This is an optimization exercise on Yosys and OpenROAD, whose aim is small area and a short achievable clock period, not a production implementation.
In this exercise RTL edits were held to simulation tests only and were not proved equivalent to the original.
Power and IR drop assume default switching activity.

[design/flow/flow/run.sh]
#!/bin/bash
# Standard layout, with the port buffers made from plain buffers instead of
# the delay cells buffer_ports picks by default.
set -euo pipefail
cd "$(dirname "$0")/.."
bash standard.sh synth > synth.log 2>&1
bash standard.sh "BUFFER_PORTS_ARGS=-buffer_cell sky130_fd_sc_hd__buf_1" finish > layout.log 2>&1
[design/flow/standard.sh]
#!/bin/bash
# synth_recipe.tcl (not shown) runs the flow's synth.tcl, then flattens the netlist and writes it again
# the make line also repeats each setting of config.mk as NAME=value (left out here)
make -C /OpenROAD-flow-scripts/flow DESIGN_CONFIG=/design/flow/config.mk WORK_HOME=/design/flow/orfs CLKGATE_MAP_FILE= SYNTH_SCRIPT=/design/flow/synth_recipe.tcl "${@:-finish}"
[design/flow/config.mk]
export PLATFORM = sky130hd
export DESIGN_NAME = fpalu_top
export DESIGN_NICKNAME = fpalu_top
export VERILOG_FILES = /design/flow/design.v
export SDC_FILE = /design/flow/constraint.sdc
export NUM_CORES = 4
export LEC_CHECK = 0
export CAP_MARGIN = 20
export CORE_MARGIN = 2
export CORE_UTILIZATION = 40
export PLACE_DENSITY = 0.7
export SETUP_SLACK_MARGIN = 2.7
export SLEW_MARGIN = 20
export TNS_END_PERCENT = 5
[design/flow/constraint.sdc]
create_clock -name core_clock -period 5.5 [get_ports {clk}]
set_input_delay 1.1000 -clock core_clock [delete_from_list [all_inputs] [get_ports {clk}]]
set_output_delay 1.1000 -clock core_clock [all_outputs]
set_load 0.01 [all_outputs]
[design/flow/design.v]
package fpalu_pkg;
	typedef logic [5:0] exp_t;	 
	typedef logic [21:0] man_t;	 
	typedef logic [4:0] hexp_t;	 
	typedef logic [22:0] sum_t;
	typedef logic [4:0] shamt_t;
	typedef enum logic {
		OP_ADD = 1'b0,	 
		OP_MUL = 1'b1	 
	} fpalu_op_t;
	localparam int AL_EXP_BIAS = 31;	 
	localparam int ML_EXP_BIAS = 15;	 
	localparam int ML_MAN_BITS = 11;	 
	localparam int PP_BITS = 12;	 
endpackage
module exp_lt (
	input  logic [5:0] a,
	input  logic [5:0] b,
	output logic       lt	 
);
	logic [5:0] g, e;
	logic       lt1, lt0, eq1, eq0;
	always_comb begin
		g = ~a & b;	 
		e = ~(a ^ b);
		lt1 = g[5] | (e[5] & g[4]) | (e[5] & e[4] & g[3]);
		eq1 = e[5] & e[4] & e[3];
		lt0 = g[2] | (e[2] & g[1]) | (e[2] & e[1] & g[0]);
		lt = lt1 | (eq1 & lt0);
	end
endmodule
module operand_align (
	input  logic [21:0] man,
	input  logic [5:0]  d,
	output logic [21:0] sh
);
	always_comb begin
		sh = man;
		if (d[0]) sh = sh >> 1;
		if (d[1]) sh = sh >> 2;
		if (d[2]) sh = sh >> 4;
		if (d[3]) sh = sh >> 8;
		if (d[4]) sh = sh >> 16;
		if (d[5]) sh = '0;
	end
endmodule
module booth_enc (
	input  logic [10:0] y,
	output logic [5:0]  one,	 
	output logic [5:0]  two,	 
	output logic [5:0]  neg	 
);
	logic [12:0] yz;	 
	always_comb begin
		yz = {1'b0, y, 1'b0};
		for (int k = 0; k < 6; k++) begin
			logic [2:0] g;
			g = yz[2*k +: 3];
			one[k] = g[0] ^ g[1];
			two[k] = (g == 3'b011) || (g == 3'b100);
			neg[k] = g[2] & ~(g[1] & g[0]);	 
		end
	end
endmodule
module booth_mul (
	input  logic [10:0] m,	 
	input  logic [5:0]  one,
	input  logic [5:0]  two,
	input  logic [5:0]  neg,
	output logic [22:0] row_s,
	output logic [22:0] row_c
);
	logic [5:0][11:0] e;	 
	always_comb
		for (int k = 0; k < 6; k++)
			e[k] = (({12{one[k]}} & {1'b0, m}) | ({12{two[k]}} & {m, 1'b0})) ^ {12{neg[k]}};
	logic s1, c2, s3, c4, s5, c6, s7, c8, s9, c10, s11, c12, s13, c14, s15, c16, s17, c18, s19, c20, s21, c22, s23, c24, s25, c26, s27, c28, s29, c30, s31, c32, s33, c34, s35, c36, s37, c38, s39, c40, s41, c42, s43, c44, s45, c46, s47, c48, s49, c50, s51, c52, s53, c54, s55, c56, s57, c58, s59, c60, s61, c62, s63, c64, s65, c66, s67, c68, s69, c70, s71, c72, s73, c74, s75, c76, s77, c78, s79, c80, s81, c82, s83, c84, s85, c86, s87, c88, s89, c90, s91, c92, s93, c94, s95, c96, s97, c98, s99, c100, s101, c102, s103, c104, s105, c106, s107, c108, s109, c110, s111, c112;
	assign s1 = neg[3] ^ e[0][6];
	assign c2 = neg[3] & e[0][6];
	assign s3 = e[0][7] ^ e[1][5];
	assign c4 = e[0][7] & e[1][5];
	assign s5 = neg[4] ^ e[0][8] ^ e[1][6];
	assign c6 = (neg[4] & e[0][8]) | (neg[4] & e[1][6]) | (e[0][8] & e[1][6]);
	assign s7 = e[2][4] ^ e[3][2];
	assign c8 = e[2][4] & e[3][2];
	assign s9 = e[0][9] ^ e[1][7] ^ e[2][5];
	assign c10 = (e[0][9] & e[1][7]) | (e[0][9] & e[2][5]) | (e[1][7] & e[2][5]);
	assign s11 = e[3][3] ^ e[4][1];
	assign c12 = e[3][3] & e[4][1];
	assign s13 = e[0][10] ^ e[1][8] ^ e[2][6];
	assign c14 = (e[0][10] & e[1][8]) | (e[0][10] & e[2][6]) | (e[1][8] & e[2][6]);
	assign s15 = e[3][4] ^ e[4][2] ^ e[5][0];
	assign c16 = (e[3][4] & e[4][2]) | (e[3][4] & e[5][0]) | (e[4][2] & e[5][0]);
	assign s17 = e[0][11] ^ e[1][9] ^ e[2][7];
	assign c18 = (e[0][11] & e[1][9]) | (e[0][11] & e[2][7]) | (e[1][9] & e[2][7]);
	assign s19 = e[3][5] ^ e[4][3] ^ e[5][1];
	assign c20 = (e[3][5] & e[4][3]) | (e[3][5] & e[5][1]) | (e[4][3] & e[5][1]);
	assign s21 = neg[0] ^ e[1][10] ^ e[2][8];
	assign c22 = (neg[0] & e[1][10]) | (neg[0] & e[2][8]) | (e[1][10] & e[2][8]);
	assign s23 = e[3][6] ^ e[4][4] ^ e[5][2];
	assign c24 = (e[3][6] & e[4][4]) | (e[3][6] & e[5][2]) | (e[4][4] & e[5][2]);
	assign s25 = neg[0] ^ e[1][11] ^ e[2][9];
	assign c26 = (neg[0] & e[1][11]) | (neg[0] & e[2][9]) | (e[1][11] & e[2][9]);
	assign s27 = e[3][7] ^ e[4][5] ^ e[5][3];
	assign c28 = (e[3][7] & e[4][5]) | (e[3][7] & e[5][3]) | (e[4][5] & e[5][3]);
	assign s29 = ~neg[0] ^ ~neg[1] ^ e[2][10];
	assign c30 = (~neg[0] & ~neg[1]) | (~neg[0] & e[2][10]) | (~neg[1] & e[2][10]);
	assign s31 = e[3][8] ^ e[4][6] ^ e[5][4];
	assign c32 = (e[3][8] & e[4][6]) | (e[3][8] & e[5][4]) | (e[4][6] & e[5][4]);
	assign s33 = 1'b1 ^ e[2][11] ^ e[3][9];
	assign c34 = (1'b1 & e[2][11]) | (1'b1 & e[3][9]) | (e[2][11] & e[3][9]);
	assign s35 = e[4][7] ^ e[5][5];
	assign c36 = e[4][7] & e[5][5];
	assign s37 = ~neg[2] ^ e[3][10] ^ e[4][8];
	assign c38 = (~neg[2] & e[3][10]) | (~neg[2] & e[4][8]) | (e[3][10] & e[4][8]);
	assign s39 = 1'b1 ^ e[3][11];
	assign c40 = 1'b1 & e[3][11];
	assign s41 = neg[2] ^ e[0][4];
	assign c42 = neg[2] & e[0][4];
	assign s43 = e[0][5] ^ e[1][3];
	assign c44 = e[0][5] & e[1][3];
	assign s45 = e[1][4] ^ e[2][2] ^ e[3][0];
	assign c46 = (e[1][4] & e[2][2]) | (e[1][4] & e[3][0]) | (e[2][2] & e[3][0]);
	assign s47 = e[2][3] ^ e[3][1] ^ c2;
	assign c48 = (e[2][3] & e[3][1]) | (e[2][3] & c2) | (e[3][1] & c2);
	assign s49 = e[4][0] ^ c4 ^ s5;
	assign c50 = (e[4][0] & c4) | (e[4][0] & s5) | (c4 & s5);
	assign s51 = c6 ^ c8 ^ s9;
	assign c52 = (c6 & c8) | (c6 & s9) | (c8 & s9);
	assign s53 = c10 ^ c12 ^ s13;
	assign c54 = (c10 & c12) | (c10 & s13) | (c12 & s13);
	assign s55 = c14 ^ c16 ^ s17;
	assign c56 = (c14 & c16) | (c14 & s17) | (c16 & s17);
	assign s57 = c18 ^ c20 ^ s21;
	assign c58 = (c18 & c20) | (c18 & s21) | (c20 & s21);
	assign s59 = c22 ^ c24 ^ s25;
	assign c60 = (c22 & c24) | (c22 & s25) | (c24 & s25);
	assign s61 = c26 ^ c28 ^ s29;
	assign c62 = (c26 & c28) | (c26 & s29) | (c28 & s29);
	assign s63 = c30 ^ c32 ^ s33;
	assign c64 = (c30 & c32) | (c30 & s33) | (c32 & s33);
	assign s65 = e[5][6] ^ c34 ^ c36;
	assign c66 = (e[5][6] & c34) | (e[5][6] & c36) | (c34 & c36);
	assign s67 = e[4][9] ^ e[5][7] ^ c38;
	assign c68 = (e[4][9] & e[5][7]) | (e[4][9] & c38) | (e[5][7] & c38);
	assign s69 = ~neg[3] ^ e[4][10] ^ e[5][8];
	assign c70 = (~neg[3] & e[4][10]) | (~neg[3] & e[5][8]) | (e[4][10] & e[5][8]);
	assign s71 = 1'b1 ^ e[4][11];
	assign c72 = 1'b1 & e[4][11];
	assign s73 = neg[1] ^ e[0][2];
	assign c74 = neg[1] & e[0][2];
	assign s75 = e[0][3] ^ e[1][1];
	assign c76 = e[0][3] & e[1][1];
	assign s77 = e[1][2] ^ e[2][0] ^ s41;
	assign c78 = (e[1][2] & e[2][0]) | (e[1][2] & s41) | (e[2][0] & s41);
	assign s79 = e[2][1] ^ c42 ^ s43;
	assign c80 = (e[2][1] & c42) | (e[2][1] & s43) | (c42 & s43);
	assign s81 = c44 ^ s45 ^ s1;
	assign c82 = (c44 & s45) | (c44 & s1) | (s45 & s1);
	assign s83 = c46 ^ s3 ^ s47;
	assign c84 = (c46 & s3) | (c46 & s47) | (s3 & s47);
	assign s85 = s7 ^ c48 ^ s49;
	assign c86 = (s7 & c48) | (s7 & s49) | (c48 & s49);
	assign s87 = s11 ^ c50 ^ s51;
	assign c88 = (s11 & c50) | (s11 & s51) | (c50 & s51);
	assign s89 = s15 ^ c52 ^ s53;
	assign c90 = (s15 & c52) | (s15 & s53) | (c52 & s53);
	assign s91 = s19 ^ c54 ^ s55;
	assign c92 = (s19 & c54) | (s19 & s55) | (c54 & s55);
	assign s93 = s23 ^ c56 ^ s57;
	assign c94 = (s23 & c56) | (s23 & s57) | (c56 & s57);
	assign s95 = s27 ^ c58 ^ s59;
	assign c96 = (s27 & c58) | (s27 & s59) | (c58 & s59);
	assign s97 = s31 ^ c60 ^ s61;
	assign c98 = (s31 & c60) | (s31 & s61) | (c60 & s61);
	assign s99 = s35 ^ c62 ^ s63;
	assign c100 = (s35 & c62) | (s35 & s63) | (c62 & s63);
	assign s101 = s37 ^ c64 ^ s65;
	assign c102 = (s37 & c64) | (s37 & s65) | (c64 & s65);
	assign s103 = s39 ^ c66 ^ s67;
	assign c104 = (s39 & c66) | (s39 & s67) | (c66 & s67);
	assign s105 = s69 ^ c40 ^ c68;
	assign c106 = (s69 & c40) | (s69 & c68) | (c40 & c68);
	assign s107 = e[5][9] ^ c70 ^ s71;
	assign c108 = (e[5][9] & c70) | (e[5][9] & s71) | (c70 & s71);
	assign s109 = ~neg[4] ^ e[5][10] ^ c72;
	assign c110 = (~neg[4] & e[5][10]) | (~neg[4] & c72) | (e[5][10] & c72);
	assign s111 = 1'b1 ^ e[5][11];
	assign c112 = 1'b1 & e[5][11];
	assign row_s = {c112, c110, c108, c106, c104, c102, c100, c98, c96, c94, c92, c90, c88, c86, c84, c82, c80, c78, c76, c74, s73, e[0][1], neg[0]};
	assign row_c = {1'b1, s111, s109, s107, s105, s103, s101, s99, s97, s95, s93, s91, s89, s87, s85, s83, s81, s79, s77, s75, e[1][0], 1'b0, e[0][0]};
endmodule
module lzc23 (
	input  logic [22:0] w,
	output logic [4:0]  n
);
	always_comb begin
		n = 5'd23;
		for (int k = 0; k < 23; k++)
			if (w[k])
				n = 5'(22 - k);
	end
endmodule
module sum_normalize (
	input  logic [22:0] w,
	input  logic [4:0]  z,
	output logic [21:0] man
);
	logic [22:0] sh;
	always_comb begin
		sh = w;
		if (z[4]) sh = sh << 16;
		if (z[3]) sh = sh << 8;
		if (z[2]) sh = sh << 4;
		if (z[1]) sh = sh << 2;
		if (z[0]) sh = sh << 1;
		man = sh[22:1];
	end
endmodule
module fpalu_top (
	input  logic                 clk,
	input  logic                 rst,
	input  logic                 in_valid,
	input  fpalu_pkg::fpalu_op_t op,
	input  logic                 a_sgn,
	input  fpalu_pkg::exp_t      a_exp,
	input  fpalu_pkg::man_t      a_man,
	input  logic                 b_sgn,
	input  fpalu_pkg::exp_t      b_exp,
	input  fpalu_pkg::man_t      b_man,
	output logic                 out_valid,
	output logic                 y_sgn,
	output fpalu_pkg::exp_t      y_exp,
	output fpalu_pkg::man_t      y_man
);
	logic        a_lt_b, lt, mul;
	logic [5:0]  dab, dba;
	logic        nz_a, nz_b;
	logic [10:0] sb;
	logic [5:0]  one, two, neg;
	exp_lt u_lt (
		.a (a_exp),
		.b (b_exp),
		.lt(a_lt_b)
	);
	always_comb begin
		mul = (op == fpalu_pkg::OP_MUL);
		lt = a_lt_b & ~mul;
		dab = a_exp - b_exp;
		dba = b_exp - a_exp;
		nz_a = (a_exp[4:0] != '0);
		nz_b = (b_exp[4:0] != '0);
		sb = {nz_b, b_man[9:0]};
	end
	booth_enc u_enc (
		.y  (sb),
		.one(one),
		.two(two),
		.neg(neg)
	);
	logic        v1, mul1, sl1, sr1;
	logic [5:0]  el1, d1;
	logic [21:0] ml1, mr1;
	always_ff @(posedge clk) begin
		v1 <= in_valid & ~rst;
		mul1 <= mul;
		sl1 <= lt ? b_sgn : a_sgn;
		sr1 <= lt ? a_sgn : b_sgn;
		d1 <= a_lt_b ? dba : dab;
		el1 <= lt ? b_exp : a_exp;
		if (mul) begin
			ml1 <= {6'({1'b0, a_exp[4:0]} + {1'b0, b_exp[4:0]} + 6'd3), 4'b0, nz_b, nz_a, a_man[9:0]};
			mr1 <= {4'b0, neg, two, one};
		end else begin
			ml1 <= lt ? b_man : a_man;
			mr1 <= lt ? a_man : b_man;
		end
	end
	logic [21:0] rsh;
	logic        lz, sub;
	logic [22:0] prod_s, prod_c;
	logic        pz, nz_r;
	logic [5:0]  pexp;
	operand_align u_align (
		.man(mr1),
		.d  (d1),
		.sh (rsh)
	);
	booth_mul u_mul (
		.m    (ml1[10:0]),
		.one  (mr1[5:0]),
		.two  (mr1[11:6]),
		.neg  (mr1[17:12]),
		.row_s(prod_s),
		.row_c(prod_c)
	);
	always_comb begin
		lz = (ml1 == '0);	 
		sub = sl1 ^ sr1;
		nz_r = ml1[11];
		pz = (ml1[10:0] == '0) || (mr1[11:0] == '0);	 
		pexp = ml1[21:16] + (pz ? 6'd0 : 6'(!ml1[10]) + 6'(!nz_r));
	end
	logic        v2, sg2, byp2, ci2;
	logic [5:0]  e2;
	logic [22:0] x2, y2;
	always_ff @(posedge clk) begin
		v2 <= v1 & ~rst;
		if (mul1) begin
			x2 <= prod_s;
			y2 <= prod_c;
			ci2 <= 1'b0;
			e2 <= pexp;
			sg2 <= sub;
			byp2 <= 1'b0;
		end else begin
			x2 <= {1'b0, ml1 | (mr1 & {22{lz}})};
			y2 <= lz ? '0 : {1'b0, rsh};
			ci2 <= sub & ~lz;	 
			e2 <= lz ? el1 - d1 + 6'd1 : el1 + 6'd1;	 
			sg2 <= lz ? sr1 : sl1;
			byp2 <= lz;
		end
	end
	logic [23:0] sum;
	always_comb sum = {x2, ci2} + {y2 ^ {23{ci2}}, ci2};	 
	logic        v3, sg3, byp3;
	logic [5:0]  e3;
	logic [22:0] w3;
	always_ff @(posedge clk) begin
		v3 <= v2 & ~rst;
		w3 <= sum[23:1];
		e3 <= e2;
		sg3 <= sg2;
		byp3 <= byp2;
	end
	logic [4:0]  n, z;
	logic [21:0] nman;
	lzc23 u_lzc (
		.w(w3),
		.n(n)
	);
	always_comb z = byp3 ? 5'd1 : n;	 
	sum_normalize u_norm (
		.w  (w3),
		.z  (z),
		.man(nman)
	);
	always_ff @(posedge clk) begin
		out_valid <= v3 & ~rst;
		y_sgn <= sg3;
		y_exp <= e3 - 6'(z);
		y_man <= nman;
	end
endmodule
==> results of run 1 <==
-- cell usage in the layout (no fill, tap or decap), types with 7 or more instances in the layout --
cell type  instances
dfxtp_1          140
nand2_1          121
o21ai_0           95
xnor2_1           94
a21oi_1           87
mux2i_1           84
buf_1             83
ha_1              76
inv_1             70
nor2_1            63
a22oi_1           63
fa_1              48
xor2_1            44
dfxtp_2           20
buf_4             20
dfxtp_4           18
nor2b_1           17
nand3_1           17
mux2_2            17
a22o_1            17
clkbuf_16         17
nor3_1            15
a21o_1            15
o22ai_1           13
a211oi_1          13
mux4_2            11
a31oi_1           10
o211ai_1           8
nor4_1             8
o21a_1             7
o21bai_1           7
-- layout make-up --
type                    instances  area share
clock buffers                  20      0.0324
clock inverters                12      0.0101
inverters                      80      0.0235
multi-input cells            1039       0.593
flip-flops and latches        178       0.259
well taps                     396      0.0352
repair buffers                116      0.0461
repair inverters                1    0.000355
-- stage by stage --
stage	instance area [um2]	hold slack, ns
floorplan	12400	0.310
global placement	13000	0.314
detailed placement	13000	0.312
CTS	13900	0.324
global route	14100	0.338
finish	14100	0.322
-- layer usage --
metal | global-route usage | vias up | wire length (um)
met1 | 0.267 | 4946 | 14500
met4 | 0.0735 | 0 | 1070
li1 | - | 4961 | -
met2 | 0.326 | 469 | 15400
met3 | 0.0371 | 96 | 2200
met5 | 0 | - | 0
-- cells by family after synthesis --
logic type      Yosys count  share of synthesized area
flops                   178                      0.288
mux                     116                      0.107
compound gates          373                      0.193
simple gates            284                      0.104
xor+xnor                138                     0.0976
fa+ha+maj               128                      0.158
buf+inv                 167                     0.0524
-- path summary, 6_finish.rpt --
path | start | depth (start not counted) | end | slack, ns
max | mr1[15] | 8 | x2[16] | 2.60
min | byp2 | 0 | byp3 | 0.32
max reg2reg | mr1[15] | 8 | x2[16] | 2.60
min reg2reg | byp2 | 0 | byp3 | 0.32
-- registers in the layout, indices dropped and copies added (netlist names), 6 cells and up --
signal and flops:
y_man 22, ml1 22, e2 6, w3 23, el1 6, mr1 22
e3 6, y_exp 6, d1 6, y2 23, x2 23
-- power by group through the flow --
stage / registers [uW] / logic, uW / clock network (uW)
2_1_floorplan: 2010 / 2980 / 0
3_3_place_gp: 2210 / 3770 / 0
3_5_place_dp: 2220 / 3830 / 0
4_1_cts: 2190 / 3910 / 1250
5_1_grt: 2280 / 4410 / 1300
6_report: 2230 / 3980 / 1230
-- worst max-delay path, stage by stage (launching register included) --
cell and delay (ns):
dfxtp_2 0.70, inv_1 0.29, xnor2_1 0.21, ha_1 0.28, inv_1 0.06, fa_1 0.50
fa_1 0.42, nand2_1 0.07, o21ai_0 0.18
-- what timing repair did --
| item | 4_1_cts | 5_1_grt |
|---|---|---|
| buffers inserted | 9 | 5 |
| resized for setup | 71 | 58 |
| pin swaps | 1 | 8 |
| cloned | 2 | 0 |
| hold endpoints to repair | 0 | 0 |
| setup endpoints to repair | 94 | 60 |
==> reports/qor.csv, run 1 <==
metric;value;unit
initial antenna violation count;0;
Setup WS post-layout;2.60;ns
Routed WL per cell;18.0;um
port bufs;91;
Setup TNS;0;ns
Peak VDD IR;0.259;mV
min-delay worst type;register to register;
leading area contributor after synthesis;dfxtp_1;
Die X;180;um
Slew headroom;0.330;
count leader, synth;dfxtp_1;
Final Util;0.462;
Post-Syn Nets;1574;
initial drt markers;969;
Synth Register Bits;178;
die height;180;um
standard-cell rows;64;
Netlist Area Pre-Place;12400;um2
Die Area;32400;um2
DR vias;10472;
Sw Ratio;0.427;
root buf cell;clkbuf_16;
filler instances;2925;
fin cells;1842;
Placed Cells incl. Taps;1794;
fmax;345;MHz
Synth warnings;7;
CTS sink cnt;178;
fin. max-slew vios;0;
Syn Inst Count;1384;
GRT Resource Usage Total;0.201;
status;finished clean;
area share of the largest cell type after synthesis;0.288;
Bufs on Longest Clock Path;2;
top cells by area, synth;dfxtp_1 (29%), ha_1 (8.1%), fa_1 (7.8%);
Final Skew;0.0155;ns
EDFF count, synth;0;
top post-synthesis cells by count;dfxtp_1 (178), nand2_1 (121), o21ai_0 (96);
Critical Path Sink Type;register;
Pwr Density;528;nW/um2
Avg Synthesized Cell Area;8.95;um2
Antenna Nets Post-Route;0;
vias per cell;5.69;
Critical Path Fanout Max;17;
Multi-input gate area;8360;um2
Crit path arrival time;3.14;ns
Reg clk slew, reported paths;0.07;ns
final setup violation count;0;
sequential standard cell area;3660;um2
Worst Tran Pin Value;0.997;ns
WS Path Type;register to register;
asr flop ratio synth;0;
clock period minus worst slack;2.90;ns
Tcrit/Tclk final;0.527;
share of the yosys chip area belonging to registers;0.288;
CTS Buf Count;17;
dominant synthesized flop cell;dfxtp_1;
# DRC;0;
Critical Path RT;5.74;ns
H-tree levels;4;
Total Power;7440;uW
First-pass DRT Iterations;6;
WL final;33200;um
largest net degree at the start of global routing;63;
gpl congestion;0.934;
max-cap violation count;0;
sequential share of power;0.300;
fin nets;1623;
Pint;4270;uW
P_leak;0.00593;uW
Placement Setup Slack;1.73;ns
Post-CTS Hold Buffers;0;
CTS tree;built;
final hold viol count;0;
Worst setup SP type;register;
antenna cell count;0;
dpl hpwl;24100;um
RSZ-0062 raised after global routing;true;
Clk pwr share;0.166;
power share of the combinational group;0.534;
Psw;3170;uW
synth unique cells;67;
initial core utilization;0.406;
layout cells sized above 1;0.122;
Core Footprint;30500;um2
number of global-route vias before repair;10060;
synthesis-to-layout area growth;13.8;%
total grt overflow;0;
IO Pins;92;
clk latency of the worst-skew pair;0.44;ns
global-route wire length before repair;53200;um
==> inputs of run 2 (changes only) <==
--- a/design/flow/config.mk
+++ b/design/flow/config.mk
@@ -11,4 +11,3 @@
 export PLACE_DENSITY = 0.7
-export SETUP_SLACK_MARGIN = 2.7
+export SETUP_SLACK_MARGIN = 2.8
 export SLEW_MARGIN = 20
-export TNS_END_PERCENT = 5
==> reports/qor.csv, run 2 <==
metric;value;unit
die height;180;um
IO Pins;92;
Synth warnings;7;
number of global-route vias before repair;10350;
Worst setup SP type;register;
commonest cells after routing, fill and taps aside;dfxtp_1 (137), nand2_1 (121), o21ai_0 (91), xnor2_1 (88), a21oi_1 (86);
WS Path Type;register to register;
Worst Tran Pin Value;0.934;ns
Netlist Area Pre-Place;12400;um2
max-cap violation count;0;
largest net degree at the start of global routing;66;
Critical Path Sink Type;register;
Core Footprint;30500;um2
Tcrit/Tclk final;0.492;
EDFF count, synth;0;
clock period minus worst slack;2.70;ns
Pint;4520;uW
CTS Buf Count;17;
WL final;35000;um
asr flop ratio synth;0;
initial core utilization;0.406;
Slew headroom;0.372;
Antenna Nets Post-Route;0;
Worst R2R End;y2[13];
min-delay worst type;register to register;
initial drt markers;1092;
Bufs on Longest Clock Path;2;
Reg clk slew, reported paths;0.07;ns
sequential share of power;0.282;
leading area contributor after synthesis;dfxtp_1;
# DRC;0;
Post-Syn Nets;1574;
CTS sink cnt;178;
Setup TNS;0;ns
global-route wire length before repair;54400;um
Pwr Density;527;nW/um2
Post-CTS Hold Buffers;0;
Crit path arrival time;3.03;ns
H-tree levels;4;
Avg Synthesized Cell Area;8.95;um2
Die X;180;um
fin nets;1673;
Clk pwr share;0.164;
power share of the combinational group;0.554;
Post-DP Area;13000;um2
final instance area;14800;um2
vias per cell;5.69;
filler instances;2791;
share of the yosys chip area belonging to registers;0.288;
status;finished clean;
final hold viol count;0;
root buf cell;clkbuf_16;
Syn Inst Count;1384;
total grt overflow;0;
antenna cell count;0;
dpl hpwl;24100;um
reg2reg start;ml1[8];
Regs by FF count;w3: 23 flops, x2: 23 flops, y2: 23 flops;
Final Skew;0.0116;ns
most used cell, CP;fa_1;
Critical Path RT;5.82;ns
standard-cell rows;64;
clk latency of the worst-skew pair;0.44;ns
P_leak;0.00627;uW
top post-synthesis cells by count;dfxtp_1 (178), nand2_1 (121), o21ai_0 (96);
RSZ-0062 raised after global routing;true;
reg-to-reg slack, setup;2.80;ns
fmax;370;MHz
Critical Path Fanout Max;8;
hold depth;0;
Reg2Reg Depth;7;
area share of the largest cell type after synthesis;0.288;
count leader, synth;dfxtp_1;
initial antenna violation count;0;
gpl congestion;0.945;
Critical-path top delay cell;fa_1;
GRT Resource Usage Total;0.206;
hold wc startpoint;byp2;
synthesis-to-layout area growth;19.8;%
Psw;3300;uW
critical path launch point;ml1[8];
top cells by area, synth;dfxtp_1 (29%), ha_1 (8.1%), fa_1 (7.8%);
slowest stage delay, CP;0.56;ns
Critical Path, Cell by Cell;a22oi_2, xnor2_1, fa_1, inv_1, fa_1, fa_2, a22o_1;
final setup violation count;0;
CTS tree;built;
Fin Hold WS;0.324;ns
layout cells sized above 1;0.180;
DR vias;10760;
Routed WL per cell;18.5;um
commonest non-fill, non-tap cell in the layout;dfxtp_1;
synth unique cells;67;
Total Power;7820;uW
port bufs;91;
Die Area;32400;um2
dominant synthesized flop cell;dfxtp_1;
Sw Ratio;0.422;
First-pass DRT Iterations;6;
Hold EP;byp3;
Synth Register Bits;178;
Peak VDD IR;0.290;mV
fin. max-slew vios;0;
==> run 2: cell type report <==
type                       count  area, um2  share of cell area
clock inverter                13        176              0.0119
inverter                      80        327              0.0220
tap                          396        495              0.0334
clock buffer                  19        443              0.0299
sequential                   178       3700               0.249
multi-input combinational   1039       8570               0.578
timing repair buffer         166       1120              0.0755
timing repair inverter         1       5.00            0.000337
==> run 2: metal layers <==
layer / wire, um / share of wire / GRT usage
met1: 14700 / 0.42 / 0.269
met2: 16800 / 0.48 / 0.341
met3: 2390 / 0.068 / 0.0304
met4: 1120 / 0.032 / 0.0849
met5: 0 / 0 / 0
==> run 2: stage by stage <==
step	util	instances	setup slack, ns
floorplan	-	1384	2.49
global placement	0.425	1791	1.82
detailed placement	0.425	1791	1.75
CTS	0.468	1860	2.78
global route	0.486	1892	2.72
finish	0.486	1892	2.80
==> run 2: what timing repair did <==
action                                  CTS  global route
resized for setup                       138            56
endpoints found under the setup margin  108            42
buffers inserted                         36            29
pin swaps                                11            39
cloned                                    1             3
==> run 2: cell families (layout without fill, tap and decap cells) <==
family	count (synthesis)	after routing	share of synthesized area
AOI/OAI and AO/OA	373	373	0.193
and+or+nand+nor	284	284	0.104
DFF	178	178	0.288
buffers and inverters	167	279	0.0524
xor gates and xnor gates	138	138	0.0976
adders and majority gates	128	128	0.158
muxes	116	116	0.107
==> run 2: worst max-delay path by stage <==
stage | to | depth (start not counted)
floorplan | d1[5] | 10
global placement | d1[4] | 11
detailed placement | d1[4] | 11
CTS | d1[4] | 12
global route | y_exp[5] | 9
finish | y2[13] | 7
==> run 2: critical path: cells and delay by family, from the launching register on <==
kind | cells | cell delay (ns)
AO/OA/AOI/OAI | 2 | 0.47
XOR/XNOR | 1 | 0.11
adder cells (fa/ha/maj) | 3 | 1.55
buffers and inverters | 1 | 0.06
flip-flops | 1 | 0.39
==> run 2: power groups by stage <==
| stage | Clock (uW) | Sequential [uW] | Combinational, uW |
|---|---|---|---|
| final | 1280 | 2210 | 4330 |
| after detailed placement | 0 | 2220 | 3830 |
| after global placement | 0 | 2220 | 3750 |
| after global routing | 1350 | 2250 | 4750 |
| after floorplan | 0 | 2020 | 2990 |
| after CTS | 1300 | 2190 | 4010 |
==> inputs of run 3 (changes only) <==
--- a/design/flow/config.mk
+++ b/design/flow/config.mk
@@ -11,3 +11,3 @@
 export PLACE_DENSITY = 0.7
-export SETUP_SLACK_MARGIN = 2.8
+export SETUP_SLACK_MARGIN = 2.6
 export SLEW_MARGIN = 20
==> reports/qor.csv, run 3 <==
metric;value;unit
status;finished clean;
Final Skew;0.0182;ns
Placed Cells incl. Taps;1791;
dpl hpwl;24700;um
Worst setup SP type;register;
antenna cell count;0;
standard-cell rows;64;
commonest non-fill, non-tap cell in the layout;dfxtp_1;
Avg Synthesized Cell Area;8.95;um2
Synth warnings;7;
initial core utilization;0.406;
fin. max-slew vios;0;
Total Power;7300;uW
final hold viol count;0;
global-route wire length before repair;52600;um
fmax;348;MHz
port bufs;91;
Critical Path Sink Type;register;
Core Footprint;30500;um2
Die X;180;um
filler instances;2962;
Multi-input gate area;8290;um2
CTS Buf Count;17;
WL final;32900;um
DR vias;10285;
IO Pins;92;
Pwr Density;528;nW/um2
Final Util;0.453;
Reg clk slew, reported paths;0.07;ns
Netlist Area Pre-Place;12400;um2
Worst Tran Pin Value;1.17;ns
Critical Path Fanout Max;18;
First-pass DRT Iterations;6;
initial antenna violation count;0;
top post-synthesis cells by count;dfxtp_1 (178), nand2_1 (121), o21ai_0 (96);
clock period minus worst slack;2.88;ns
RSZ-0062 raised after global routing;false;
fin cells;1830;
Post-Syn Nets;1574;
clk latency of the worst-skew pair;0.44;ns
number of global-route vias before repair;10082;
# DRC;0;
top cells by area, synth;dfxtp_1 (29%), ha_1 (8.1%), fa_1 (7.8%);
Syn Inst Count;1384;
Tcrit/Tclk final;0.523;
leading area contributor after synthesis;dfxtp_1;
Peak VDD IR;0.237;mV
CTS tree;built;
CTS sink cnt;178;
Antenna Nets Post-Route;0;
initial drt markers;977;
sequential standard cell area;3650;um2
layout cells sized above 1;0.105;
count leader, synth;dfxtp_1;
fin nets;1611;
share of the yosys chip area belonging to registers;0.288;
EDFF count, synth;0;
Crit path arrival time;3.11;ns
Bufs on Longest Clock Path;2;
max-cap violation count;0;
Routed WL per cell;18.0;um
Critical Path RT;5.74;ns
largest net degree at the start of global routing;59;
Setup TNS;0;ns
Slew headroom;0.216;
root buf cell;clkbuf_16;
synth unique cells;67;
synthesis-to-layout area growth;11.6;%
Die Area;32400;um2
vias per cell;5.62;
Fin Hold WS;0.329;ns
dominant synthesized flop cell;dfxtp_1;
commonest cells after routing, fill and taps aside;dfxtp_1 (140), nand2_1 (121), o21ai_0 (95), xnor2_1 (94), a21oi_1 (87);
Regs by FF count;w3: 23 flops, x2: 23 flops, y2: 23 flops;
die height;180;um
area share of the largest cell type after synthesis;0.288;
P_leak;0.00581;uW
min-delay worst type;register to register;
gpl congestion;0.936;
WS Path Type;register to register;
total grt overflow;0;
H-tree levels;4;
Synth Register Bits;178;
GRT Resource Usage Total;0.198;
asr flop ratio synth;0;
final setup violation count;0;
run 3: final timing paths:
path / cells after the start / slack [ns] / start / endpoint
worst max-delay path: 7 / 2.62 / mr1[10] / x2[15]
worst min-delay path: 0 / 0.33 / sg3 / y_sgn
worst max register to register: 7 / 2.62 / mr1[10] / x2[15]
worst min register to register: 0 / 0.33 / sg3 / y_sgn
run 3: repair_timing:
| item | CTS | global route |
|---|---|---|
| pin swaps | 1 | 1 |
| resized for setup | 50 | 32 |
| hold buffers | 0 | 0 |
| gates cloned | 1 | 0 |
| setup endpoints to repair | 92 | 32 |
| buffers inserted | 4 | 2 |
run 3: layer usage:
metal / vias to the layer above / share of wire / GRT usage
met5: - / 0 / 0
met4: 0 / 0.024 / 0.0693
met1: 4815 / 0.44 / 0.260
met3: 54 / 0.069 / 0.0365
li1: 4958 / - / -
met2: 458 / 0.47 / 0.327
run 3: report_power, final:
group | total [uW] | switching [uW] | internal [uW]
Sequential | 2250 | 502 | 1740
Combinational | 3830 | 2060 | 1770
Clock | 1220 | 569 | 646
Total | 7300 | 3140 | 4160
run 3: area by class of cell:
class / count / share of cell area
timing repair buffer: 104 / 0.0343
multi-input combinational: 1039 / 0.600
timing repair inverter: 1 / 0.000362
inverter: 80 / 0.0222
clock buffer: 17 / 0.0308
clock inverter: 15 / 0.0128
sequential: 178 / 0.264
tap: 396 / 0.0359
run 3: logic make-up after synthesis:
logic type / Yosys count / share of synthesized area
AOI/OAI and AO/OA: 373 / 0.193
xor gates and xnor gates: 138 / 0.0976
adders and majority gates: 128 / 0.158
buffers and inverters: 167 / 0.0524
DFF: 178 / 0.288
muxes: 116 / 0.107
and+or+nand+nor: 284 / 0.104
run 3: stage by stage:
stage	setup slack [ns]	area, um2
6_report	2.62	13800
5_1_grt	2.60	13800
4_1_cts	2.55	13700
3_5_place_dp	1.75	13000
3_3_place_gp	1.85	13000
2_1_floorplan	2.49	12400
run 3: critical path: stages, from the launching register on:
cell	delay [ns]
dfxtp_2	0.61
a22oi_1	0.20
xnor2_1	0.18
fa_1	0.45
fa_1	0.52
fa_1	0.46
nand2_1	0.08
o21ai_0	0.18
==> inputs of run 4 (changes only) <==
--- a/design/flow/config.mk
+++ b/design/flow/config.mk
@@ -10,4 +10,4 @@
 export CORE_UTILIZATION = 40
-export PLACE_DENSITY = 0.7
-export SETUP_SLACK_MARGIN = 2.6
+export PLACE_DENSITY = 0.8
+export SETUP_SLACK_MARGIN = 2.7
 export SLEW_MARGIN = 20
==> reports/qor.csv, run 4 <==
metric;value;unit
status;finished clean;
Critical Path, Cell by Cell;ha_1, inv_1, ha_1, inv_1, fa_1, inv_1, a21o_1, a21oi_1, xnor2_1, a21oi_1, xor2_1, o21ai_0;
max-cap violation count;0;
root buf cell;clkbuf_16;
Worst Tran Pin Value;1.02;ns
port bufs;91;
Crit path arrival time;3.13;ns
standard-cell rows;64;
Pwr Density;523;nW/um2
clk latency of the worst-skew pair;0.45;ns
Bufs on Longest Clock Path;2;
fin cells;1853;
antenna cell count;0;
critical path depth;12;
WL final;33800;um
Reg clk slew, reported paths;0.07;ns
CP endpoint;e2[5];
slowest stage delay, CP;0.72;ns
layout cells sized above 1;0.141;
Netlist Area Pre-Place;12400;um2
Slew headroom;0.318;
initial core utilization;0.406;
EDFF count, synth;0;
Post-Syn Nets;1574;
leading area contributor after synthesis;dfxtp_1;
gpl congestion;0.931;
Critical Path Fanout Max;26;
fmax;360;MHz
Synth Register Bits;178;
Setup TNS;0;ns
Die Area;32400;um2
Avg Synthesized Cell Area;8.95;um2
Antenna Nets Post-Route;0;
Placement Setup Slack;1.62;ns
P_leak;0.00603;uW
GRT Resource Usage Total;0.203;
Critical Path Sink Type;register;
asr flop ratio synth;0;
Simple-Gate Fraction of Synth Area;0.104;
compound-cell area share of the yosys netlist;0.193;
Placed Cells incl. Taps;1792;
final hold viol count;0;
clock period minus worst slack;2.77;ns
min-delay worst type;register to register;
global-route wire length before repair;53600;um
H-tree levels;4;
dominant synthesized flop cell;dfxtp_1;
Final Skew;0.0109;ns
count leader, synth;dfxtp_1;
Setup WS post-layout;2.73;ns
CTS sink cnt;178;
adder-cell area share of the yosys netlist;0.158;
Post-Synth XOR/XNOR Area;0.0976;
WS Path Type;register to register;
Worst R2R End;e2[5];
Synth warnings;7;
filler instances;2772;
reg2reg start;d1[1];
Die X;180;um
reg-to-reg slack, setup;2.73;ns
top cells by area, synth;dfxtp_1 (29%), ha_1 (8.1%), fa_1 (7.8%);
fin nets;1634;
commonest cells after routing, fill and taps aside;dfxtp_1 (138), nand2_1 (121), o21ai_0 (95), xnor2_1 (94), a21oi_1 (85);
vias per cell;5.79;
largest net degree at the start of global routing;80;
main combinational cell family by area after synthesis;compound AO/OA/AOI/OAI gates;
Final Util;0.471;
top post-synthesis cells by count;dfxtp_1 (178), nand2_1 (121), o21ai_0 (96);
RSZ-0062 raised after global routing;true;
share of the yosys chip area belonging to registers;0.288;
Critical Path RT;5.86;ns
synthesis-to-layout area growth;15.9;%
family with the most delay on the worst path;adder cells;
final setup violation count;0;
die height;180;um
Routed WL per cell;18.2;um
number of global-route vias before repair;10174;
CTS tree;built;
Syn Inst Count;1384;
most used cell, CP;inv_1;
Buf/Inv on CP;3;
Peak VDD IR;0.241;mV
initial antenna violation count;0;
CTS Buf Count;17;
Tcrit/Tclk final;0.504;
Post-CTS Hold Buffers;0;
total grt overflow;0;
First-pass DRT Iterations;8;
Core Footprint;30500;um2
Regs by FF count;w3: 23 flops, x2: 23 flops, y2: 23 flops;
IO Pins;92;
Worst setup SP type;register;
dpl hpwl;23600;um
area share of the largest cell type after synthesis;0.288;
mux contribution to synthesized area;0.107;
fin. max-slew vios;0;
commonest non-fill, non-tap cell in the layout;dfxtp_1;
Reg2Reg Depth;12;
DR vias;10725;
synth unique cells;67;
Critical-path top delay cell;dfxtp_2;
critical path launch point;d1[1];
# DRC;0;
initial drt markers;968;
-- run 4: logic make-up (layout without fill, tap and decap cells) --
family                     count (synthesis)  in the layout
buffers and inverters                    167            240
and+or+nand+nor                          284            284
adders and majority gates                128            128
muxes                                    116            116
AOI/OAI and AO/OA                        373            373
DFF                                      178            178
xor gates and xnor gates                 138            138
-- run 4: area by class of cell --
| type | instances | area [um2] | area share |
|---|---|---|---|
| Timing Repair Buffer | 127 | 785 | 0.0547 |
| Timing Repair inverter | 1 | 5.00 | 0.000349 |
| Multi-Input combinational cell | 1039 | 8470 | 0.590 |
| Tap cell | 396 | 495 | 0.0345 |
| Inverter | 80 | 327 | 0.0227 |
| Clock inverter | 14 | 160 | 0.0112 |
| Clock buffer | 18 | 429 | 0.0299 |
| Sequential cell | 178 | 3690 | 0.257 |
-- run 4: stage by stage --
step                power (uW)  cell area [um2]  hold slack (ns)
global placement          5870            13000            0.311
CTS                       7300            13900            0.331
finish                    7500            14400            0.328
floorplan                 5000            12500            0.310
detailed placement        5970            13000            0.313
global route              8040            14400            0.327
-- run 4: power by group --
part | switching (uW) | internal [uW]
logic | 2200 | 1870
registers | 477 | 1750
clock network | 595 | 612
-- run 4: worst min-delay path by stage --
| stage | cells past startpoint | startpoint | to |
|---|---|---|---|
| 3_5_place_dp | 0 | sg3 | y_sgn |
| 6_report | 0 | sg3 | y_sgn |
| 5_1_grt | 0 | e2[5] | e3[5] |
| 2_1_floorplan | 0 | byp2 | byp3 |
| 4_1_cts | 0 | sg3 | y_sgn |
| 3_3_place_gp | 0 | e2[5] | e3[5] |
-- run 4: layer usage --
| metal | GRT usage | wire length, um | share of wire |
|---|---|---|---|
| met5 | 0 | 0 | 0 |
| met4 | 0.0904 | 1210 | 0.036 |
| met3 | 0.0427 | 2850 | 0.084 |
| met2 | 0.322 | 15500 | 0.46 |
| met1 | 0.266 | 14200 | 0.42 |
-- run 4: what timing repair did --
item	in CTS	in global routing
gates cloned	3	0
setup buffers	6	20
resized for setup	91	72
endpoints found under the setup margin	109	43
pin swaps	5	12
==> inputs of run 5 (changes only) <==
--- a/design/flow/config.mk
+++ b/design/flow/config.mk
@@ -10,3 +10,4 @@
 export CORE_UTILIZATION = 40
-export PLACE_DENSITY = 0.8
+export GPL_ROUTABILITY_DRIVEN = 0
+export PLACE_DENSITY = 0.7
 export SETUP_SLACK_MARGIN = 2.7
==> reports/qor.csv, run 5 <==
metric;value;unit
status;finished clean;
Psw;3160;uW
reg-to-reg slack, setup;2.72;ns
vias per cell;5.73;
commonest cells after routing, fill and taps aside;dfxtp_1 (139), nand2_1 (121), o21ai_0 (94), xnor2_1 (94), a21oi_1 (87);
top cells by area, synth;dfxtp_1 (29%), ha_1 (8.1%), fa_1 (7.8%);
Pwr Density;526;nW/um2
Avg Synthesized Cell Area;8.95;um2
count leader, synth;dfxtp_1;
layout cells sized above 1;0.119;
hold depth;0;
Crit path arrival time;3.09;ns
clock period minus worst slack;2.78;ns
Pint;4200;uW
Critical Path Fanout Max;32;
EDFF count, synth;0;
final setup violation count;0;
leading area contributor after synthesis;dfxtp_1;
RSZ-0062 raised after global routing;true;
synthesis-to-layout area growth;13.0;%
H-tree levels;4;
Synth warnings;7;
Routed WL per cell;17.9;um
CTS tree;built;
asr flop ratio synth;0;
Peak VDD IR;0.300;mV
Slew headroom;0.287;
Final Util;0.458;
largest net degree at the start of global routing;66;
Regs by FF count;w3: 23 flops, x2: 23 flops, y2: 23 flops;
die height;180;um
power share of the combinational group;0.530;
Netlist Area Pre-Place;12400;um2
Worst Tran Pin Value;1.06;ns
Syn Inst Count;1384;
GRT Resource Usage Total;0.198;
area share of the largest cell type after synthesis;0.288;
port bufs;91;
dominant synthesized flop cell;dfxtp_1;
initial antenna violation count;1;
Tcrit/Tclk final;0.505;
filler instances;2894;
max-cap violation count;0;
IO Pins;92;
final instance area;14000;um2
# DRC;0;
Hold EP;byp3;
Core Footprint;30500;um2
fin. max-slew vios;0;
P_leak;0.00586;uW
Post-DP Area;13000;um2
Critical Path Sink Type;register;
root buf cell;clkbuf_16;
Placement Setup Slack;1.73;ns
synth unique cells;67;
final hold viol count;0;
Setup WS post-layout;2.72;ns
Reg clk slew, reported paths;0.07;ns
Antenna Nets Post-Route;0;
Setup TNS;0;ns
Critical Path RT;5.81;ns
Die X;180;um
hold wc startpoint;byp2;
min-delay worst type;register to register;
Sw Ratio;0.429;
sequential share of power;0.303;
standard-cell rows;64;
reg2reg start;mr1[4];
initial drt markers;1045;
Reg2Reg Depth;7;
First-pass DRT Iterations;7;
Synth Register Bits;178;
number of global-route vias before repair;10183;
WS Path Type;input port to register;
DR vias;10529;
Bufs on Longest Clock Path;2;
Worst R2R End;y2[14];
top post-synthesis cells by count;dfxtp_1 (178), nand2_1 (121), o21ai_0 (96);
CTS sink cnt;178;
clk latency of the worst-skew pair;0.44;ns
initial core utilization;0.406;
share of the yosys chip area belonging to registers;0.288;
Die Area;32400;um2
commonest non-fill, non-tap cell in the layout;dfxtp_1;
Post-Syn Nets;1574;
WL final;32800;um
CTS Buf Count;17;
global-route wire length before repair;52400;um
total grt overflow;0;
Clk pwr share;0.167;
fin nets;1616;
fmax;360;MHz
dpl hpwl;24000;um
Worst setup SP type;input port;
Final Skew;0.0105;ns
## run 5: timing repair
item	in CTS	in global routing
hold buffers	0	0
setup buffers	3	8
hold endpoints to repair	0	0
gates cloned	1	0
resized for setup	79	42
pin swaps	3	5
setup endpoints to repair	93	43
## run 5: how the worst max path moves through the flow
stage | cells after the start | to | from | slack, ns
floorplan | 10 | d1[5] | b_exp[1] | 2.49
global placement | 11 | d1[4] | a_exp[1] | 1.87
detailed placement | 11 | d1[4] | a_exp[1] | 1.73
CTS | 6 | y2[8] | ml1[5] | 2.71
global route | 10 | w3[10] | ci2 | 2.66
finish | 9 | el1[1] | a_exp[4] | 2.72
## run 5: layer usage
metal / track usage / vias to the layer above / wire length (um)
met5: 0 / - / 0
met4: 0.0709 / 0 / 888
met3: 0.0460 / 80 / 2620
met2: 0.318 / 532 / 15300
met1: 0.259 / 4956 / 14100
li1: - / 4961 / -
## run 5: kinds of logic (layout without fill, tap and decap cells)
logic type,Yosys count,after routing,share of synthesized area
and+or+nand+nor,284,284,0.104
muxes,116,116,0.107
other,0,1,0
adders and majority gates,128,128,0.158
buffers and inverters,167,222,0.0524
DFF,178,178,0.288
AOI/OAI and AO/OA,373,373,0.193
xor gates and xnor gates,138,138,0.0976
## run 5: power groups by stage
| stage | sequential, uW | clock (uW) | combinational (uW) |
|---|---|---|---|
| 2_1_floorplan | 2010 | 0 | 2990 |
| 3_3_place_gp | 2220 | 0 | 3660 |
| 3_5_place_dp | 2230 | 0 | 3740 |
| 4_1_cts | 2210 | 1240 | 3810 |
| 5_1_grt | 2270 | 1300 | 4320 |
| 6_report | 2230 | 1220 | 3900 |
## run 5: layout make-up
cell class | instances | area (um2) | area share
diodes | 1 | 2.50 | 0.000179
clock buffers | 19 | 453 | 0.0324
clock inverters | 13 | 140 | 0.0100
inverters | 80 | 312 | 0.0223
multi-input cells | 1039 | 8350 | 0.597
flip-flops and latches | 178 | 3680 | 0.263
well taps | 396 | 495 | 0.0354
repair buffers | 109 | 549 | 0.0393
repair inverters | 1 | 5.00 | 0.000358
## run 5: metrics by stage
stage                     cells  hold slack (ns)  power (uW)
after CTS                  1827            0.327        7260
final                      1836            0.327        7350
after detailed placement   1791            0.312        5970
after global placement     1791            0.311        5880
after floorplan            1384            0.310        5000
after global routing       1835            0.335        7880
## run 5: critical path, cell delays in order
cell and delay (ns):
buf_2 0.13, inv_2 0.06, ha_4 0.29, nor3_1 0.05, nor2_1 0.21, o41ai_4 0.13
buf_6 0.15, or2_2 0.53, o21ai_0 0.43
==> inputs of run 6 (changes only) <==
--- a/design/flow/config.mk
+++ b/design/flow/config.mk
@@ -9,4 +9,3 @@
 export CORE_MARGIN = 2
-export CORE_UTILIZATION = 40
-export GPL_ROUTABILITY_DRIVEN = 0
+export CORE_UTILIZATION = 50
 export PLACE_DENSITY = 0.7
==> reports/qor.csv, run 6 <==
metric;value;unit
Crit path arrival time;3.11;ns
Simple-Gate Fraction of Synth Area;0.104;
Critical-path top delay cell;fa_1;
Critical Path RT;5.83;ns
most used cell, CP;fa_1;
Post-CTS Hold Buffers;0;
Tcrit/Tclk final;0.505;
CTS tree;built;
dominant synthesized flop cell;dfxtp_1;
synth unique cells;67;
fin. max-slew vios;0;
Core Footprint;24300;um2
Synth warnings;7;
layout cells sized above 1;0.117;
Antenna Nets Post-Route;0;
Syn Inst Count;1384;
WS Path Type;register to register;
CTS sink cnt;178;
global-route wire length before repair;51800;um
count leader, synth;dfxtp_1;
# DRC;0;
leading area contributor after synthesis;dfxtp_1;
synthesis-to-layout area growth;12.5;%
initial antenna violation count;0;
final hold viol count;0;
Slew headroom;0.327;
mux contribution to synthesized area;0.107;
First-pass DRT Iterations;7;
Critical Path, Cell by Cell;a22oi_1, xnor2_1, fa_1, inv_1, fa_1, fa_1, a22o_1;
share of the yosys chip area belonging to registers;0.288;
gpl congestion;0.930;
antenna cell count;0;
Total Power;7370;uW
Worst setup SP type;register;
dpl hpwl;23900;um
Setup TNS;0;ns
Regs by FF count;w3: 23 flops, x2: 23 flops, y2: 23 flops;
final instance area;13900;um2
Worst Tran Pin Value;1.01;ns
EDFF count, synth;0;
Die Area;26000;um2
top post-synthesis cells by count;dfxtp_1 (178), nand2_1 (121), o21ai_0 (96);
Critical Path Fanout Max;16;
Post-DP Area;12900;um2
Critical Path Sink Type;register;
Final Skew;0.0130;ns
Synth Register Bits;178;
commonest cells after routing, fill and taps aside;dfxtp_1 (143), nand2_1 (121), o21ai_0 (94), xnor2_1 (94), a21oi_1 (87);
IO Pins;92;
WL final;33100;um
Die X;161;um
status;finished clean;
vias per cell;5.95;
Peak VDD IR;0.271;mV
RSZ-0062 raised after global routing;true;
asr flop ratio synth;0;
Avg Synthesized Cell Area;8.95;um2
main combinational cell family by area after synthesis;compound AO/OA/AOI/OAI gates;
Setup WS post-layout;2.72;ns
initial drt markers;956;
standard-cell rows;57;
max-cap violation count;0;
adder-cell area share of the yosys netlist;0.158;
initial core utilization;0.509;
Reg clk slew, reported paths;0.07;ns
die height;161;um
DR vias;10512;
commonest non-fill, non-tap cell in the layout;dfxtp_1;
top cells by area, synth;dfxtp_1 (29%), ha_1 (8.1%), fa_1 (7.8%);
clock period minus worst slack;2.78;ns
root buf cell;clkbuf_16;
P_leak;0.00590;uW
total grt overflow;0;
area share of the largest cell type after synthesis;0.288;
Routed WL per cell;18.7;um
compound-cell area share of the yosys netlist;0.193;
Fin Hold WS;0.323;ns
clk latency of the worst-skew pair;0.44;ns
final setup violation count;0;
Placement Setup Slack;1.71;ns
Post-Synth XOR/XNOR Area;0.0976;
Pwr Density;529;nW/um2
fin nets;1619;
GRT Resource Usage Total;0.250;
H-tree levels;4;
port bufs;91;
filler instances;2157;
number of global-route vias before repair;9981;
Bufs on Longest Clock Path;2;
Post-Syn Nets;1574;
largest net degree at the start of global routing;59;
fmax;360;MHz
min-delay worst type;register to register;
Netlist Area Pre-Place;12400;um2
slowest stage delay, CP;0.53;ns
CTS Buf Count;17;
[run 6: cell counts after synthesis]
Identical to the previous run, type by type.
[run 6: path summary, 6_finish.rpt]
path	cells after the start	to	startpoint	slack (ns)
setup / recovery	7	y2[11]	mr1[7]	2.72
hold / removal	0	e3[4]	e2[4]	0.32
setup reg to reg	7	y2[11]	mr1[7]	2.72
hold reg to reg	0	e3[4]	e2[4]	0.32
[run 6: what timing repair did]
action                                  4_1_cts  5_1_grt
cloned                                        1        1
resized for setup                            73       45
setup buffers                                 3        9
pin swaps                                     3        7
endpoints found under the setup margin      113       36
[run 6: through the flow]
step / std cells / utilization
CTS: 1756 / 0.563
global placement: 1720 / 0.530
global route: 1766 / 0.573
finish: 1766 / 0.573
floorplan: 1384 / -
detailed placement: 1720 / 0.531
[run 6: per-layer routing]
layer,global-route usage,wire (um),part of all wire,vias to the layer above
met2,0.421,15700,0.47,513
met3,0.0467,2580,0.078,90
met5,0,0,0,-
met1,0.319,13800,0.42,4936
li1,-,-,-,4973
met4,0.0966,1010,0.030,0
[run 6: area by class of cell]
cell class / count / area (um2) / area share
clock buffers: 19 / 453 / 0.0325
clock inverters: 13 / 135 / 0.00970
inverters: 80 / 312 / 0.0224
multi-input cells: 1039 / 8370 / 0.601
flip-flops and latches: 178 / 3680 / 0.264
well taps: 324 / 405 / 0.0291
repair buffers: 112 / 573 / 0.0411
repair inverters: 1 / 5.00 / 0.000359
[run 6: kinds of logic (layout without fill, tap and decap cells)]
group                      Yosys count  count (layout)
and+or+nand+nor                    284             284
DFF                                178             178
AOI/OAI and AO/OA                  373             373
muxes                              116             116
xor gates and xnor gates           138             138
adders and majority gates          128             128
buffers and inverters              167             225
[run 6: power breakdown]
| group | leakage, uW | internal [uW] | switching [uW] |
|---|---|---|---|
| clock network | 0.000290 | 665 | 548 |
| logic | 0.00410 | 1800 | 2130 |
| registers | 0.00151 | 1740 | 483 |
| total | 0.00590 | 4210 | 3160 |
[run 6: worst max-delay path: cells and delay by family (launching register included)]
family / cells / cell delay [ns]
xor+xnor: 1 / 0.16
compound gates: 2 / 0.39
fa+ha+maj: 3 / 1.56
flops: 1 / 0.50
buf+inv: 1 / 0.06
==> inputs of run 7 (changes only) <==
--- a/design/flow/config.mk
+++ b/design/flow/config.mk
@@ -7,7 +7,7 @@
 export LEC_CHECK = 0
-export CAP_MARGIN = 20
+export CAP_MARGIN = 10
 export CORE_MARGIN = 2
-export CORE_UTILIZATION = 50
+export CORE_UTILIZATION = 40
 export PLACE_DENSITY = 0.7
 export SETUP_SLACK_MARGIN = 2.7
-export SLEW_MARGIN = 20
+export SLEW_MARGIN = 10
==> reports/qor.csv, run 7 <==
metric;value;unit
status;finished clean;
Regs by FF count;w3: 23 flops, x2: 23 flops, y2: 23 flops;
min-delay worst type;register to register;
Critical Path, Cell by Cell;buf_8, inv_4, ha_4, nand2b_4, a21oi_2, o41ai_4, buf_4, buf_6, mux2_4, a221o_1, a31oi_1, xnor2_1;
Worst Tran Pin Value;0.999;ns
Crit path arrival time;3.09;ns
Buf/Inv on CP;4;
Total Power;7360;uW
CTS Buf Count;17;
Antenna Nets Post-Route;0;
Post-Syn Nets;1574;
Core Footprint;30500;um2
Worst R2R End;y2[11];
clk latency of the worst-skew pair;0.44;ns
CTS sink cnt;178;
Critical Path Sink Type;register;
Slew headroom;0.334;
max-cap violation count;0;
dominant synthesized flop cell;dfxtp_1;
# DRC;0;
Worst setup SP type;input port;
reg-to-reg slack, setup;2.79;ns
Synth Register Bits;178;
Critical-path top delay cell;a221o_1;
Avg Synthesized Cell Area;8.95;um2
RSZ-0062 raised after global routing;true;
top post-synthesis cells by count;dfxtp_1 (178), nand2_1 (121), o21ai_0 (96);
synth unique cells;67;
critical path launch point;a_exp[1];
Routed WL per cell;18.2;um
Reg clk slew, reported paths;0.07;ns
WS Path Type;input port to register;
Setup TNS;0;ns
leading area contributor after synthesis;dfxtp_1;
power share of the combinational group;0.526;
EDFF count, synth;0;
share of the yosys chip area belonging to registers;0.288;
Critical Path Fanout Max;5;
DR vias;10489;
initial antenna violation count;0;
global-route wire length before repair;53100;um
Pwr Density;523;nW/um2
Bufs on Longest Clock Path;2;
top cells by area, synth;dfxtp_1 (29%), ha_1 (8.1%), fa_1 (7.8%);
total grt overflow;0;
sequential share of power;0.305;
standard-cell rows;64;
layout cells sized above 1;0.128;
Netlist Area Pre-Place;12400;um2
number of global-route vias before repair;10071;
largest net degree at the start of global routing;80;
fin nets;1620;
IO Pins;92;
Syn Inst Count;1384;
H-tree levels;4;
Post-DP Area;13000;um2
dpl hpwl;24600;um
port bufs;91;
Peak VDD IR;0.280;mV
Synth warnings;7;
Tcrit/Tclk final;0.495;
Critical Path RT;5.87;ns
die height;180;um
First-pass DRT Iterations;6;
synthesis-to-layout area growth;13.6;%
final setup violation count;0;
Die X;180;um
gpl congestion;0.930;
Pint;4240;uW
fin. max-slew vios;0;
initial core utilization;0.406;
Sw Ratio;0.424;
family with the most delay on the worst path;compound AO/OA/AOI/OAI gates;
count leader, synth;dfxtp_1;
Setup WS post-layout;2.78;ns
area share of the largest cell type after synthesis;0.288;
Fin Hold WS;0.328;ns
Reg2Reg Depth;7;
P_leak;0.00589;uW
root buf cell;clkbuf_16;
Final Skew;0.0114;ns
Psw;3120;uW
Post-CTS Hold Buffers;0;
final instance area;14100;um2
slowest stage delay, CP;0.32;ns
GRT Resource Usage Total;0.200;
initial drt markers;899;
reg2reg start;mr1[2];
Die Area;32400;um2
final hold viol count;0;
critical path depth;12;
antenna cell count;0;
Placement Setup Slack;1.67;ns
Clk pwr share;0.169;
fmax;368;MHz
CTS tree;built;
clock period minus worst slack;2.72;ns
WL final;33400;um
commonest non-fill, non-tap cell in the layout;dfxtp_1;
commonest cells after routing, fill and taps aside;dfxtp_1 (138), nand2_1 (121), o21ai_0 (94), xnor2_1 (94), a21oi_1 (86);
asr flop ratio synth;0;
vias per cell;5.70;
CP endpoint;d1[5];
-- run 7: worst min path at each step --
| stage | from | end | cells past startpoint |
|---|---|---|---|
| floorplan | byp2 | byp3 | 0 |
| global placement | byp2 | byp3 | 0 |
| detailed placement | e2[3] | e3[3] | 0 |
| CTS | e2[3] | e3[3] | 0 |
| global route | e2[5] | e3[5] | 0 |
| finish | e2[3] | e3[3] | 0 |
-- run 7: worst reg2reg max path, stage by stage (launching register included) --
cell and delay (ns):
dfxtp_4 0.50, a22oi_1 0.13, xnor2_1 0.17, fa_1 0.54
inv_1 0.05, fa_1 0.50, fa_1 0.49, a22o_1 0.23
-- run 7: what timing repair did --
action / in CTS / in global routing
cloned: 1 / 0
setup buffers: 3 / 12
pin swaps: 4 / 8
resized for setup: 79 / 63
endpoints found under the setup margin: 114 / 50
-- run 7: layout make-up --
cell class              count  area, um2
repair buffers            113        582
multi-input cells        1039       8370
inverters                  80        317
repair inverters            1       5.00
fillers                  2870      16400
clock buffers              20        457
flip-flops and latches    178       3690
well taps                 396        495
clock inverters            12        148
-- run 7: metrics by stage --
step | util | instances
after detailed placement | 0.425 | 1791
final | 0.461 | 1839
after global routing | 0.461 | 1839
after global placement | 0.425 | 1791
after CTS | 0.452 | 1827
after floorplan | - | 1384
-- run 7: kinds of logic (layout without fill, tap and decap cells) --
logic type / count (synthesis) / in the layout / share of synthesized area
AOI/OAI and AO/OA: 373 / 373 / 0.193
xor gates and xnor gates: 138 / 138 / 0.0976
adders and majority gates: 128 / 128 / 0.158
buffers and inverters: 167 / 226 / 0.0524
DFF: 178 / 178 / 0.288
muxes: 116 / 116 / 0.107
and+or+nand+nor: 284 / 284 / 0.104
-- run 7: power groups by stage --
stage / Clock (uW) / Combinational [uW] / Sequential, uW
after global routing: 1310 / 4320 / 2290
final: 1240 / 3880 / 2240
after CTS: 1260 / 3800 / 2220
after floorplan: 0 / 2990 / 2010
after global placement: 0 / 3680 / 2230
after detailed placement: 0 / 3730 / 2240
-- run 7: metal layers --
layer  wire length (um)  part of all wire  up-vias  global-route usage
li1                   -                 -     4978                   -
met1              14500              0.44     4955               0.262
met2              15600              0.47      486               0.334
met3               2450             0.073       70              0.0324
met4                772             0.023        0              0.0683
met5                  0                 0        -                   0
==> inputs of run 8 (changes only) <==
--- a/design/flow/flow/run.sh
+++ b/design/flow/flow/run.sh
@@ -6,2 +6,2 @@
 bash standard.sh synth > synth.log 2>&1
-bash standard.sh "BUFFER_PORTS_ARGS=-buffer_cell sky130_fd_sc_hd__buf_1" finish > layout.log 2>&1
+bash standard.sh "BUFFER_PORTS_ARGS=-buffer_cell sky130_fd_sc_hd__buf_1" MATCH_CELL_FOOTPRINT=0 finish > layout.log 2>&1
--- a/design/flow/config.mk
+++ b/design/flow/config.mk
@@ -7,3 +7,3 @@
 export LEC_CHECK = 0
-export CAP_MARGIN = 10
+export CAP_MARGIN = 20
 export CORE_MARGIN = 2
@@ -12,2 +12,3 @@
 export SETUP_SLACK_MARGIN = 2.7
-export SLEW_MARGIN = 10
+export SLEW_MARGIN = 20
+export TNS_END_PERCENT = 5
==> reports/qor.csv, run 8 <==
metric;value;unit
hold depth;0;
Die Area;32400;um2
asr flop ratio synth;0;
family with the most delay on the worst path;compound AO/OA/AOI/OAI gates;
commonest cells after routing, fill and taps aside;dfxtp_1 (142), nand2_1 (121), o21ai_0 (94), xnor2_1 (94), a21oi_1 (87);
Reg clk slew, reported paths;0.07;ns
IO Pins;92;
DR vias;10431;
Netlist Area Pre-Place;12400;um2
CTS sink cnt;178;
final hold viol count;0;
final setup violation count;0;
EDFF count, synth;0;
filler instances;2908;
dominant synthesized flop cell;dfxtp_1;
H-tree levels;4;
synthesis-to-layout area growth;13.5;%
Critical-path top delay cell;o41ai_4;
CTS tree;built;
sequential share of power;0.293;
Core Footprint;30500;um2
Sw Ratio;0.422;
clock period minus worst slack;2.90;ns
leading area contributor after synthesis;dfxtp_1;
compound-cell area share of the yosys netlist;0.193;
clk latency of the worst-skew pair;0.44;ns
area share of the largest cell type after synthesis;0.288;
Simple-Gate Fraction of Synth Area;0.104;
antenna cell count;0;
Critical Path Fanout Max;5;
P_leak;0.00592;uW
global-route wire length before repair;53600;um
port bufs;91;
synth unique cells;67;
First-pass DRT Iterations;8;
adder-cell area share of the yosys netlist;0.158;
initial antenna violation count;0;
mux contribution to synthesized area;0.107;
Worst Tran Pin Value;0.887;ns
Post-Synth XOR/XNOR Area;0.0976;
GRT Resource Usage Total;0.202;
Critical Path, Cell by Cell;buf_4, inv_4, ha_1, nor2_1, a21oi_2, o41ai_4, buf_4, mux2_4, a221o_1, a31oi_1, xnor2_1;
min-delay worst type;register to register;
Clk pwr share;0.172;
WL final;33400;um
share of the yosys chip area belonging to registers;0.288;
RSZ-0062 raised after global routing;true;
Setup TNS;0;ns
status;finished clean;
Worst setup SP type;input port;
Slew headroom;0.404;
Critical Path RT;5.81;ns
Synth warnings;7;
number of global-route vias before repair;10211;
Critical Path Sink Type;register;
Routed WL per cell;18.1;um
Post-CTS Hold Buffers;0;
standard-cell rows;64;
# DRC;0;
main combinational cell family by area after synthesis;compound AO/OA/AOI/OAI gates;
Worst R2R End;x2[16];
die height;180;um
Syn Inst Count;1384;
Peak VDD IR;0.287;mV
vias per cell;5.66;
gpl congestion;0.953;
Psw;3190;uW
top cells by area, synth;dfxtp_1 (29%), ha_1 (8.1%), fa_1 (7.8%);
Tcrit/Tclk final;0.526;
Pint;4370;uW
Pwr Density;537;nW/um2
fmax;345;MHz
top post-synthesis cells by count;dfxtp_1 (178), nand2_1 (121), o21ai_0 (96);
CTS Buf Count;17;
WS Path Type;input port to register;
Reg2Reg Depth;8;
Bufs on Longest Clock Path;2;
layout cells sized above 1;0.121;
initial core utilization;0.406;
dpl hpwl;24300;um
fin. max-slew vios;0;
Post-Syn Nets;1574;
Die X;180;um
commonest non-fill, non-tap cell in the layout;dfxtp_1;
Antenna Nets Post-Route;0;
reg-to-reg slack, setup;2.61;ns
initial drt markers;1120;
total grt overflow;0;
Buf/Inv on CP;3;
largest net degree at the start of global routing;59;
hold wc startpoint;e2[4];
reg2reg start;mr1[15];
Final Skew;0.0165;ns
fin nets;1625;
Crit path arrival time;3.21;ns
root buf cell;clkbuf_16;
Regs by FF count;w3: 23 flops, x2: 23 flops, y2: 23 flops;
most used cell, CP;buf_4;
max-cap violation count;0;
power share of the combinational group;0.534;
Hold EP;e3[4];
count leader, synth;dfxtp_1;
Avg Synthesized Cell Area;8.95;um2
Fin Hold WS;0.326;ns
Total Power;7560;uW
Synth Register Bits;178;
slowest stage delay, CP;0.37;ns
[run 8: cell counts after synthesis]
No cell type changed its count.
[run 8: final cells by class]
| cell class | instances | area, um2 | area share |
|---|---|---|---|
| repair buffers | 117 | 599 | 0.0426 |
| repair inverters | 1 | 5.00 | 0.000356 |
| multi-input cells | 1040 | 8360 | 0.595 |
| clock inverters | 11 | 178 | 0.0126 |
| clock buffers | 19 | 453 | 0.0322 |
| inverters | 80 | 313 | 0.0222 |
| flip-flops and latches | 178 | 3650 | 0.260 |
| well taps | 396 | 495 | 0.0352 |
[run 8: worst max-delay path by stage]
stage / from / endpoint / slack, ns / cells past startpoint
2_1_floorplan: b_exp[1] / d1[5] / 2.45 / 10
3_3_place_gp: a_exp[1] / d1[4] / 1.83 / 11
3_5_place_dp: b_exp[1] / d1[4] / 1.77 / 11
4_1_cts: ci2 / w3[20] / 2.59 / 10
5_1_grt: mr1[0] / x2[11] / 2.54 / 8
6_report: a_exp[1] / d1[5] / 2.60 / 11
[run 8: per-stage QoR]
step / cells / instance area [um2] / util / setup WS [ns]
4_1_cts: 1837 / 13900 / 0.455 / 2.59
3_3_place_gp: 1794 / 13000 / 0.426 / 1.83
3_5_place_dp: 1794 / 13000 / 0.426 / 1.77
6_report: 1842 / 14100 / 0.461 / 2.60
5_1_grt: 1842 / 14100 / 0.461 / 2.54
2_1_floorplan: 1384 / 12400 / - / 2.45
[run 8: power by group through the flow]
stage | registers, uW | clock network (uW) | logic (uW)
3_5_place_dp | 2210 | 0 | 3870
2_1_floorplan | 2010 | 0 | 2980
3_3_place_gp | 2200 | 0 | 3800
4_1_cts | 2180 | 1320 | 3940
6_report | 2220 | 1300 | 4040
5_1_grt | 2260 | 1370 | 4470
[run 8: logic make-up (layout without fill, tap and decap cells)]
| kind of cell | Yosys count | in the layout |
|---|---|---|
| muxes | 116 | 116 |
| AOI/OAI and AO/OA | 373 | 374 |
| DFF | 178 | 178 |
| and+or+nand+nor | 284 | 284 |
| buffers and inverters | 167 | 228 |
| adders and majority gates | 128 | 128 |
| xor gates and xnor gates | 138 | 138 |
[run 8: repair_timing]
| item | 4_1_cts | 5_1_grt |
|---|---|---|
| setup endpoints to repair | 97 | 68 |
| resized for setup | 71 | 46 |
| gates cloned | 1 | 1 |
| setup buffers | 12 | 4 |
| pin swaps | 2 | 4 |
[run 8: layer usage]
metal | vias to the layer above | routed length (um) | GRT usage
li1 | 4971 | - | -
met1 | 4886 | 14400 | 0.269
met3 | 90 | 2300 | 0.0336
met2 | 484 | 15600 | 0.327
met5 | - | 0 | 0
met4 | 0 | 1070 | 0.0777

re-timing with driven ports:
The flow's constraints put no driver on any port. The routed layouts listed below were extracted and timed again, unchanged, in two steps.
Step 1, drivers: a clkbuf_16 drives clk and a buf_2 each remaining input, both assumed.
Step 2, shift: input delay + t, output delay - t, t = (earliest + latest rising clock arrival at the registers) / 2. This alone moves slack from input paths to output paths.
Slacks: ideal / step 1 / step 2; pairs: ideal / step 1.
run	shift t [ns]	setup slack, ns
run 1	0.482	2.600 / 2.600 / 2.198
run 2	0.487	2.797 / 2.797 / 2.329
run 3	0.478	2.623 / 2.623 / 2.266
run 4	0.495	2.726 / 2.726 / 2.241
run 5	0.489	2.722 / 2.722 / 2.261
run 6	0.481	2.724 / 2.724 / 2.332
run 7	0.482	2.780 / 2.774 / 2.292
run 8	0.482	2.605 / 2.606 / 2.149
After both steps every run listed still meets setup and hold.
